From an optimization exercise on the open Yosys and OpenROAD flow, aimed at small area; shortcuts taken in it are not production practice. For this run, only the layout was checked, not whether the RTL still works. Power and IR drop assume default switching activity.

--- design/flow/config.mk ---
export PLATFORM = sky130hd
export DESIGN_NAME = srcCore
export DESIGN_NICKNAME = srcCore
export VERILOG_FILES = /design/flow/design.v
export SDC_FILE = /design/flow/constraint.sdc
export NUM_CORES = 4
export LEC_CHECK = 0
export ABC_AREA = 0
export CAP_MARGIN = 20
export CORE_MARGIN = 2
export CORE_UTILIZATION = 60
export CTS_BUF_LIST = sky130_fd_sc_hd__clkbuf_8
export CTS_CLUSTER_DIAMETER = 60
export CTS_CLUSTER_SIZE = 18
export SLEW_MARGIN = 20
export SYNTH_HIERARCHICAL = 1
export SYNTH_MINIMUM_KEEP_SIZE = 0
--- design/flow/design.v ---
`default_nettype none
package srcPkg;
    localparam int InstrWidth   = 32;   
    localparam int RegCount     = 16;
    localparam int RegAddrWidth = 4;    
    localparam int ImmWidth     = 19;   
    localparam int OpcodeWidth  = 5;
    localparam logic [OpcodeWidth-1:0] OpAdd  = 5'd3;
    localparam logic [OpcodeWidth-1:0] OpSub  = 5'd4;
    localparam logic [OpcodeWidth-1:0] OpAnd  = 5'd5;
    localparam logic [OpcodeWidth-1:0] OpOr   = 5'd6;
    localparam logic [OpcodeWidth-1:0] OpShr  = 5'd7;
    localparam logic [OpcodeWidth-1:0] OpShra = 5'd8;
    localparam logic [OpcodeWidth-1:0] OpShl  = 5'd9;
    localparam logic [OpcodeWidth-1:0] OpRor  = 5'd10;
    localparam logic [OpcodeWidth-1:0] OpRol  = 5'd11;
    localparam logic [OpcodeWidth-1:0] OpAddi = 5'd12;
    localparam logic [OpcodeWidth-1:0] OpAndi = 5'd13;
    localparam logic [OpcodeWidth-1:0] OpOri  = 5'd14;
    localparam logic [OpcodeWidth-1:0] OpNeg    = 5'd17;   
    localparam logic [OpcodeWidth-1:0] OpNot    = 5'd18;
    localparam logic [OpcodeWidth-1:0] OpBranch = 5'd19;   
    typedef enum logic [3:0] {
        AluAdd, AluSub, AluAnd, AluOr,
        AluShr, AluShra, AluShl, AluRor, AluRol,
        AluNeg, AluNot,
        AluBranch,   
        AluNone      
    } AluOp;
    typedef enum logic [1:0] {
        CondZero    = 2'd0,
        CondNonzero = 2'd1,
        CondMinus   = 2'd2,
        CondPlus    = 2'd3
    } CondCode;
    typedef struct packed {
        AluOp                    aluOp;
        logic [RegAddrWidth-1:0] destReg;
        logic [InstrWidth-1:0]   opA;       
        logic [InstrWidth-1:0]   opB;       
        CondCode                 cond;
        logic                    writes;
        logic                    illegal;
    } DecodedOp;
    typedef struct packed {
        logic [InstrWidth-1:0]   value;
        logic [RegAddrWidth-1:0] destReg;
        logic                    writes;
        logic                    branchTaken;
        logic                    illegal;
    } ExecResult;
endpackage
`default_nettype wire
`default_nettype none
module srcCore (
    input  logic                            Clock,
    input  logic                            rstN,
    input  logic                            req,
    input  logic [srcPkg::InstrWidth-1:0]   instr,
    output logic                            ack,
    output logic [srcPkg::InstrWidth-1:0]   result,
    output logic [srcPkg::RegAddrWidth-1:0] resultReg,
    output logic                            wrote,
    output logic                            branchTaken,
    output logic                            illegal
);
    logic [4:0] op;
    logic [3:0] ra, rb, rc;
    assign op = instr[31:27];
    assign ra = instr[26:23];
    assign rb = instr[22:19];
    assign rc = instr[18:15];
    logic isAdd, isSub, isAnd, isOr, isShr, isShra, isShl, isRor, isRol;
    logic isAddi, isAndi, isOri, isNeg, isNot, isBr;
    assign isAdd  = (op == 5'd3);
    assign isSub  = (op == 5'd4);
    assign isAnd  = (op == 5'd5);
    assign isOr   = (op == 5'd6);
    assign isShr  = (op == 5'd7);
    assign isShra = (op == 5'd8);
    assign isShl  = (op == 5'd9);
    assign isRor  = (op == 5'd10);
    assign isRol  = (op == 5'd11);
    assign isAddi = (op == 5'd12);
    assign isAndi = (op == 5'd13);
    assign isOri  = (op == 5'd14);
    assign isNeg  = (op == 5'd17);
    assign isNot  = (op == 5'd18);
    assign isBr   = (op == 5'd19);
    logic isShift, isBin, isImm, writes, isIll, shLeft;
    assign isShift = isShr | isShra | isShl | isRor | isRol;
    assign isBin   = isAdd | isSub | isAnd | isOr;
    assign isImm   = isAddi | isAndi | isOri;
    assign writes  = isBin | isShift | isImm | isNeg | isNot;
    assign isIll   = !(writes | isBr);
    assign shLeft  = isShl | isRol;
    logic [2:0] phase;
    logic       clr;           
    logic       active;        
    logic       rot2;          
    logic       loadDone;      
    logic [4:0] rotL;          
    logic       carry;
    logic [1:0] outcome;       
    logic       nz;            
    logic [3:0] x [8];         
    logic [3:0] prev;          
    logic [3:0] ring [16][8];
    logic run, passCyc, passEnd, loading, lastLoad, needLoad, rightMode, readRc;
    logic [2:0] rotG, stopPh;
    logic [1:0] rotB;
    assign rotG     = rotL[4:2];
    assign rotB     = rotL[1:0];
    assign run      = req && !ack;
    assign needLoad  = isShift | isBin;
    assign passCyc   = run && (needLoad ? (loadDone && (phase == 3'd0 || !rot2))
                                         : (active || phase == 3'd0));
    assign passEnd   = passCyc && (phase == 3'd7);
    assign loading   = run && needLoad && !loadDone && (active || phase == 3'd0);
    assign rightMode = (rotG == 3'd7);
    assign stopPh    = rightMode ? 3'd7 : ~rotG;
    assign lastLoad  = loading && (isBin ? (phase == 3'd7) : (rot2 && phase == stopPh));
    assign readRc    = loading && (isBin || (!rot2 && phase[2:1] == 2'd0));
    logic [3:0] addrA;
    logic [3:0] dataA;
    assign addrA = isBr ? ra : (readRc ? rc : rb);
    for (genvar i = 0; i < 4; i++) begin : rdLane
        logic [15:0] col;
        for (genvar r = 0; r < 16; r++) begin : c
            assign col[r] = ring[r][0][i];
        end
        mux16 muxA (.s(addrA), .d(col), .y(dataA[i]));
    end
    logic [7:0] window;
    logic [3:0] rotOut, shOut, below;
    logic       gLess, gEq, fillLeft, fillRight, fillVal;
    logic [3:0] prevEff, nextEff;
    assign prevEff   = (phase == 3'd0) ? x[7] : prev;    
    assign nextEff   = (phase == 3'd7) ? prev : x[1];    
    assign window    = rightMode ? {nextEff, x[0]} : {x[0], prevEff};
    assign gLess     = (!phase[2] & rotG[2]) |
                       ((phase[2] == rotG[2]) & ((!phase[1] & rotG[1]) |
                                                 ((phase[1] == rotG[1]) & !phase[0] & rotG[0])));
    assign gEq       = phase == rotG;
    assign fillLeft  = isShl;
    assign fillRight = (isShr | isShra) & (rotL != 5'd0);
    assign fillVal   = isShra & (rightMode ? x[0][3] : (gEq ? prevEff[3] : x[7][3]));
    logic [3:0] laneLess;   
    assign laneLess = {1'b0, &rotB, rotB[1], |rotB};
    always_comb begin
        case (rotB)
            2'd0:    rotOut = window[7:4];
            2'd1:    rotOut = window[6:3];
            2'd2:    rotOut = window[5:2];
            default: rotOut = window[4:1];
        endcase
    end
    always_comb begin
        for (int i = 0; i < 4; i++) begin
            below[i]  = gLess | (gEq & laneLess[i]);
            if ((fillLeft & below[i]) | (fillRight & !below[i])) shOut[i] = fillVal;
            else                                               shOut[i] = rotOut[i];
        end
    end
    logic negMode;
    assign negMode = isShift & !shLeft & readRc;
    logic [18:0] imm;
    logic [3:0]  immG, opB, addA, addB, logicOut, resG;
    logic        cin;
    logic [4:0]  sum;
    assign imm = instr[18:0];
    for (genvar i = 0; i < 4; i++) begin : immLane
        logic lo, hi;
        mux4 m (.s(phase[1:0]), .d({imm[12 + i], imm[8 + i], imm[4 + i], imm[i]}), .y(lo));
        assign hi = (phase[1:0] == 2'd0) ? imm[(i < 3) ? 16 + i : 18] : imm[18];
        assign immG[i] = phase[2] ? hi : lo;
    end
    assign opB = isImm ? immG : x[0];
    assign addA = (isNeg | isNot | negMode) ? ~dataA : dataA;
    assign addB = (isNeg | isNot | loading) ? 4'd0 : (isSub ? ~opB : opB);
    assign cin  = (phase == 3'd0) ? (((isSub | isNeg) & !loading) | negMode)
                                  : (carry & (!loading | readRc));
    always_comb begin
        logic c;
        c = cin;
        for (int i = 0; i < 4; i++) begin
            sum[i] = addA[i] ^ addB[i] ^ c;
            c      = (addA[i] & addB[i]) | (c & (addA[i] ^ addB[i]));
        end
        sum[4] = c;
    end
    always_comb begin
        if (isAnd | isAndi) logicOut = dataA & opB;
        else                logicOut = dataA | opB;
    end
    always_comb begin
        if (isAdd | isAddi | isSub | isNeg | isNot | loading) resG = sum[3:0];   
        else if (isShift)                   resG = shOut;
        else if (writes)                    resG = logicOut;
        else                                resG = 4'd0;   
    end
    logic anyA, brCond;
    assign anyA = ((phase != 3'd0) && nz) | (|dataA);
    always_comb begin
        case (instr[20:19])
            2'd0:    brCond = !anyA;
            2'd1:    brCond = anyA;
            2'd2:    brCond = dataA[3];
            default: brCond = !dataA[3];
        endcase
    end
    always_ff @(posedge Clock) begin
        if (!rstN) begin
            phase    <= 3'd0;
            clr      <= 1'b1;
            ack      <= 1'b0;
            active   <= 1'b0;
            rot2     <= 1'b0;
            loadDone <= 1'b0;
        end else begin
            phase <= {phase[2] ^ (phase[1] & phase[0]), phase[1] ^ phase[0], !phase[0]};
            if (phase == 3'd7) clr <= 1'b0;
            if (passEnd) ack <= 1'b1;
            else if (!req) ack <= 1'b0;
            active   <= run && (active || phase == 3'd0) && !passEnd;
            rot2     <= run && isShift && ((loading && (rot2 || phase == 3'd7)) ||
                                           (loadDone && rot2 && phase != 3'd0));
            loadDone <= run && (loadDone || lastLoad);
        end
    end
    always_ff @(posedge Clock) begin
        if (loading && !rot2) begin
            if (phase == 3'd0) rotL[3:0] <= sum[3:0];
            if (phase == 3'd1) rotL[4]   <= sum[0];
        end
        carry <= sum[4];
        nz    <= anyA;
        if (loading || passCyc) begin
            for (int k = 0; k < 7; k++) x[k] <= x[k + 1];
            x[7] <= resG;
            if (!(rightMode && isShift && passCyc) || phase == 3'd0) prev <= x[0];
        end
        if (passEnd) begin
            resultReg   <= ra;
            outcome     <= writes ? 2'd2 : (isIll ? 2'd3 : {1'b0, brCond});
        end
    end
    logic [3:0] wdata;
    logic [3:0] ringIn [16];
    assign wdata = resG;
    logic [15:0] we, keep;
    wrDecode wd (.en(passCyc && writes), .clr(clr), .a(ra), .we(we), .keep(keep));
    for (genvar r = 0; r < 16; r++) begin : wr
        aoMux4 m (.s(we[r]), .sn(keep[r]), .a(wdata), .b(ring[r][0]), .y(ringIn[r]));
    end
    always_ff @(posedge Clock) begin
        for (int r = 0; r < 16; r++) begin
            for (int k = 0; k < 7; k++) ring[r][k] <= ring[r][k + 1];
            ring[r][7] <= ringIn[r];
        end
    end
    always_comb begin
        for (int k = 0; k < 8; k++) result[4*k +: 4] = x[k];
    end
    assign wrote       = outcome == 2'd2;
    assign illegal     = outcome == 2'd3;
    assign branchTaken = outcome == 2'd1;
endmodule
module wrDecode (
    input  logic        en,
    input  logic        clr,
    input  logic [3:0]  a,
    output logic [15:0] we,
    output logic [15:0] keep
);
    logic [3:0] lo, hi;
    always_comb begin
        for (int k = 0; k < 4; k++) begin
            lo[k] = (a[1:0] == 2'(k));
            hi[k] = en && (a[3:2] == 2'(k));
        end
        for (int r = 0; r < 16; r++) begin
            we[r]   = lo[r % 4] & hi[r / 4];
            keep[r] = !(we[r] | clr);
        end
    end
endmodule
module mux16 (
    input  logic [3:0]  s,
    input  logic [15:0] d,
    output logic        y
);
    logic [3:0] m;
    for (genvar j = 0; j < 4; j++) begin : l1
        mux4 u (.s(s[1:0]), .d(d[4*j +: 4]), .y(m[j]));
    end
    mux4 u2 (.s(s[3:2]), .d(m), .y(y));
endmodule
module mux4 (
    input  logic [1:0] s,
    input  logic [3:0] d,
    output logic       y
);
    assign y = d[s];
endmodule
module aoMux4 (
    input  logic       s,
    input  logic       sn,
    input  logic [3:0] a,
    input  logic [3:0] b,
    output logic [3:0] y
);
    assign y = ({4{s}} & a) | ({4{sn}} & b);
endmodule
`default_nettype wire
--- design/flow/standard.sh ---
#!/bin/bash
# synth_recipe.tcl (not shown) runs the flow's synth.tcl, then flattens the netlist and writes it again
# the make line also repeats each setting of config.mk as NAME=value (left out here)
make -C /OpenROAD-flow-scripts/flow DESIGN_CONFIG=/design/flow/config.mk WORK_HOME=/design/flow/orfs CLKGATE_MAP_FILE= SYNTH_SCRIPT=/design/flow/synth_recipe.tcl "${@:-finish}"
--- design/flow/flow/run.sh ---
#!/bin/bash
# Standard layout, with buf_1 as the port buffer cell and no dummy clock loads.
set -e
export BUFFER_PORTS_ARGS="-buffer_cell sky130_fd_sc_hd__buf_1"
export CTS_ARGS="-sink_clustering_enable -repair_clock_nets -sink_clustering_size 18 -sink_clustering_max_diameter 60 -buf_list sky130_fd_sc_hd__clkbuf_8 -dont_use_dummy_load"
bash standard.sh > standard.log 2>&1
--- design/flow/constraint.sdc ---
create_clock -name core_clock -period 8.0 [get_ports {Clock}]
set_input_delay 1.6000 -clock core_clock [delete_from_list [all_inputs] [get_ports {Clock}]]
set_output_delay 1.6000 -clock core_clock [all_outputs]
set_load 0.01 [all_outputs]
==> out/results.ini <==
[clocking]
cts_inserted_buffers = 38
clock-sinks = 569
cts_hold_buf = 0
ctsLongestPathBuffers = 3
cts_setup_buffers = 0
htreeDepth = 2
root_buffer = clkbuf_8
cts_tree = built
clk_pin_slew_ns = 0.10
clkLatencyLatePin_ns = 0.57
cts_resized = 0

[floorplan]
core.rowCount = 58
dieWidth_um = 163
dieArea_um2 = 26500
die_h_um = 163
ios = 75
start_util_pct = 60.5
core-area_um2 = 25000

[sta]
clock-skew-final_ns = 0.0880
slew_headroom_pct = 26.1
layout_min_cycle_time_ns = 6.85
setup_violations = 0
maxSlewViolCount = 0
finalSetupTns_ns = 0
fmax_mhz = 146
rsz0062_at_grt = false
tightest_slew_ns = 1.09
hold_violations = 0
fin_crit_sh_pct = 85.6

[detailed_routing]
avgRoutedWirePerCell_um = 19.6
wl_um = 27700
ant_nets = 0
drtIter0Drc = 516
drc_errors = 0
drt_first_pass_iters = 5
vias = 7548
viasPerCell = 5.32

[global_routing]
grt_pass1_wl_um = 41300
grt_use_total_pct = 20.9
grt_overflow = 0
antenna_found_initial = 0
grt_max_degree = 31
grt_pass1_vias = 7033

[yosys]
yosysSeqAreaShare_pct = 78.5
synth_ff_type = dfxtp_1
syn_area_um2 = 15100
yosys_warnings = 13
async_flop_share_pct = 0
synth_cell_types = 69
synth-edff-count = 47
syn_nets = 1028
synth_cells = 983
synth-seq-cells = 569
synth_area_per_cell_um2 = 15.4

[worst_setup_path]
required_ns = 8.17
worst-path-max-fanout = 17
crit_top_cell = fa_1
max_stage_delay_ns = 0.83
r2r_setup_slack_ns = 1.50
start_kind = primary input
reg2reg_depth = 18
worstPathArrival_ns = 7.02
reg2reg_from = phase[0]
r2r-end = x[7][3]
end_kind = register
critPathKind = in2reg
crit_path_top_delay_cell = a31oi_2
worstPathCellList = buf_1 -> a21boi_0 -> o21ai_0 -> a211oi_2 -> mux2i_1 -> o21ai_2 -> buf_4 -> mux4_2 -> mux4_2 -> inv_1 -> xnor2_1 -> fa_1 -> inv_1 -> fa_1 -> fa_1 -> nor2_1 -> a31oi_2

[power]
p_leak_nw = 6.22
powerDensity_nw_per_um2 = 266
ir_drop_v = 0.000224

[min_path]
min_from = ring[98][2]
min_path_type = reg2reg
min_to = ring[97][2]
worstHoldPathCells = 0

[status]
outcome = no timing/DRC/antenna violations

[flow_run]
cap_violations = 0

[placement]
portBuffers = 74
dp_hpwl_um = 19400
place_congestion = 0.897

[finish]
multiInputGateArea_um2 = 3090
finalNetCount = 1136
fillers = 1811
fin_util_pct = 65.5
antenna_cells = 0
seq_area_um2 = 11900
layout-drive-gt1-share_pct = 9.46
syn_to_final_growth_pct = 8.22

-- power breakdown --
| part | total, mW | switching, mW | internal [mW] |
|---|---|---|---|
| Clock | 1.19 | 0.756 | 0.430 |
| Combinational | 0.230 | 0.149 | 0.0815 |
| Sequential | 2.94 | 0.0253 | 2.91 |
-- placed cells by master (no fill, tap or decap), types with 3 or more instances in the layout --
master and n:
dfxtp_1 522, buf_1 74, a22o_1 65, edfxtp_1 47
clkbuf_8 38, nor2_1 34, a21oi_1 33, nand2_1 30
mux4_2 26, mux2i_1 20, buf_4 16, nor3_1 14
inv_1 14, xnor2_1 12, nor2b_1 11, and2_1 11
o21ai_0 11, a31oi_1 11, mux2_2 8, ha_1 6
nand2b_1 5, nand3_1 5, or3_1 4, o211ai_1 4
and3_1 4, o21ai_1 4, fa_1 4, nor3b_1 3
nand3b_1 3
-- flip-flops by register name (all words and copies together) (netlist names) --
name / count
ack: 1
clr: 1
nz: 1
phase: 3
loadDone: 1
prev: 4
ring: 512
carry: 1
outcome: 2
active: 1
resultReg: 4
rotL: 5
x: 32
rot2: 1
-- worst max path at each step --
stage          slack (ns)            to  depth (start not counted)      start
3_5_place_dp         0.68  ring[103][3]                         18  instr[27]
3_3_place_gp         0.79       x[7][3]                         17  instr[27]
5_1_grt              0.76       x[7][3]                         17  instr[27]
4_1_cts              1.23       x[7][3]                         17  instr[27]
2_1_floorplan        0.31       x[7][3]                         17  instr[30]
6_report             1.15       x[7][3]                         17  instr[27]
-- layout make-up --
type                    instances  share of cell area, %
well taps                     330                   2.53
inverters                      14                  0.322
flip-flops and latches        569                   72.6
multi-input cells             378                   18.9
repair buffers                 90                   2.43
clock buffers                  38                   3.20
-- per-stage QoR --
| stage | cell area, um2 | cells | hold WS, ns | worst slack [ns] | total power [mW] |
|---|---|---|---|---|---|
| after floorplan | 15100 | 983 | 0.310 | 0.312 | 3.14 |
| after global placement | 15800 | 1381 | 0.310 | 0.790 | 3.23 |
| after detailed placement | 15800 | 1381 | 0.312 | 0.684 | 3.23 |
| after CTS | 16300 | 1419 | 0.312 | 1.23 | 4.39 |
| after global routing | 16300 | 1419 | 0.327 | 0.759 | 4.52 |
| final | 16300 | 1419 | 0.308 | 1.15 | 4.35 |
-- per-module statistics from Yosys, one instance, submodules excluded, a selection --
module    cells  times used  flip-flops and latches
aoMux4        4          16                       0
wrDecode     49           1                       0
mux4          1          24                       0
srcCore     846           1                     569
-- critical path: cells and delay by family --
family	cells	cell delay (ns)
mux	3	1.19
compound gates	5	2.05
xor+xnor	1	0.16
simple gates	1	0.06
fa+ha+maj	3	1.09
buf+inv	4	0.87
-- synthesized netlist by cell type (2+ instances only) --
master | number | area (um2)
buf_2 | 10 | 50.1
ha_1 | 6 | 75.1
a31oi_1 | 12 | 75.1
inv_1 | 14 | 52.6
nand4b_1 | 2 | 17.5
edfxtp_1 | 47 | 1410
o21ai_0 | 16 | 80.1
o211ai_1 | 4 | 30.0
a22oi_1 | 2 | 15.0
or3_1 | 4 | 25.0
nor3b_1 | 3 | 22.5
xnor2_1 | 12 | 105
nor2b_1 | 11 | 68.8
mux2_2 | 8 | 90.1
or2_2 | 2 | 12.5
nor2_1 | 34 | 128
nand3_1 | 5 | 25.0
a22o_1 | 65 | 569
and3_1 | 4 | 25.0
a21oi_1 | 33 | 165
fa_1 | 4 | 80.1
nor4b_1 | 2 | 17.5
a32oi_1 | 2 | 17.5
dfxtp_1 | 522 | 10500
clkbuf_1 | 10 | 37.5
and3b_1 | 2 | 17.5
nor3_1 | 14 | 70.1
a2111oi_0 | 2 | 17.5
and2_1 | 11 | 68.8
and3b_2 | 2 | 20.0
mux4_2 | 26 | 586
nand2_1 | 30 | 113
nand3b_1 | 3 | 22.5
nand2b_1 | 5 | 31.3
mux2i_1 | 20 | 200
-- kinds of logic after synthesis --
family	share of synthesized area, %
adders and majority gates	1.03
DFF	78.5
AOI/OAI and AO/OA	7.65
xor gates and xnor gates	0.754
muxes	5.80
and+or+nand+nor	5.20
buffers and inverters	1.03
-- layer usage --
| metal | vias up | share of wire [%] | track usage, % |
|---|---|---|---|
| met5 | - | 0 | 0 |
| met3 | 62 | 4.7 | 3.44 |
| met2 | 217 | 43 | 31.4 |
| met1 | 3634 | 49 | 31.3 |
| li1 | 3635 | - | - |
| met4 | 0 | 2.9 | 7.00 |

-- re-timing with driven ports --
The flow's constraints put no driver on any port. The routed layout listed below was extracted and timed again, unchanged, in two steps.
Step 1 assumes that a clkbuf_16 drives the clock port and a buf_2 every other input.
Step 2 also shifts input and output timing later by t, the mid clock arrival at the registers, as if the neighbouring blocks saw the same clock.
Slacks: no drivers / after step 1 / after step 2; pairs: no drivers / after step 1.
t (ns): 0.569
setup slack, ns: 1.150 / 1.167 / 0.598
worst setup path at the end: input to register
worst data-port slew with drivers (ns): 0.05
After both steps setup and hold are still met in this run. For this run, drivers alone change the setup slack by +0.017 ns; drivers and shift together by -0.552 ns.
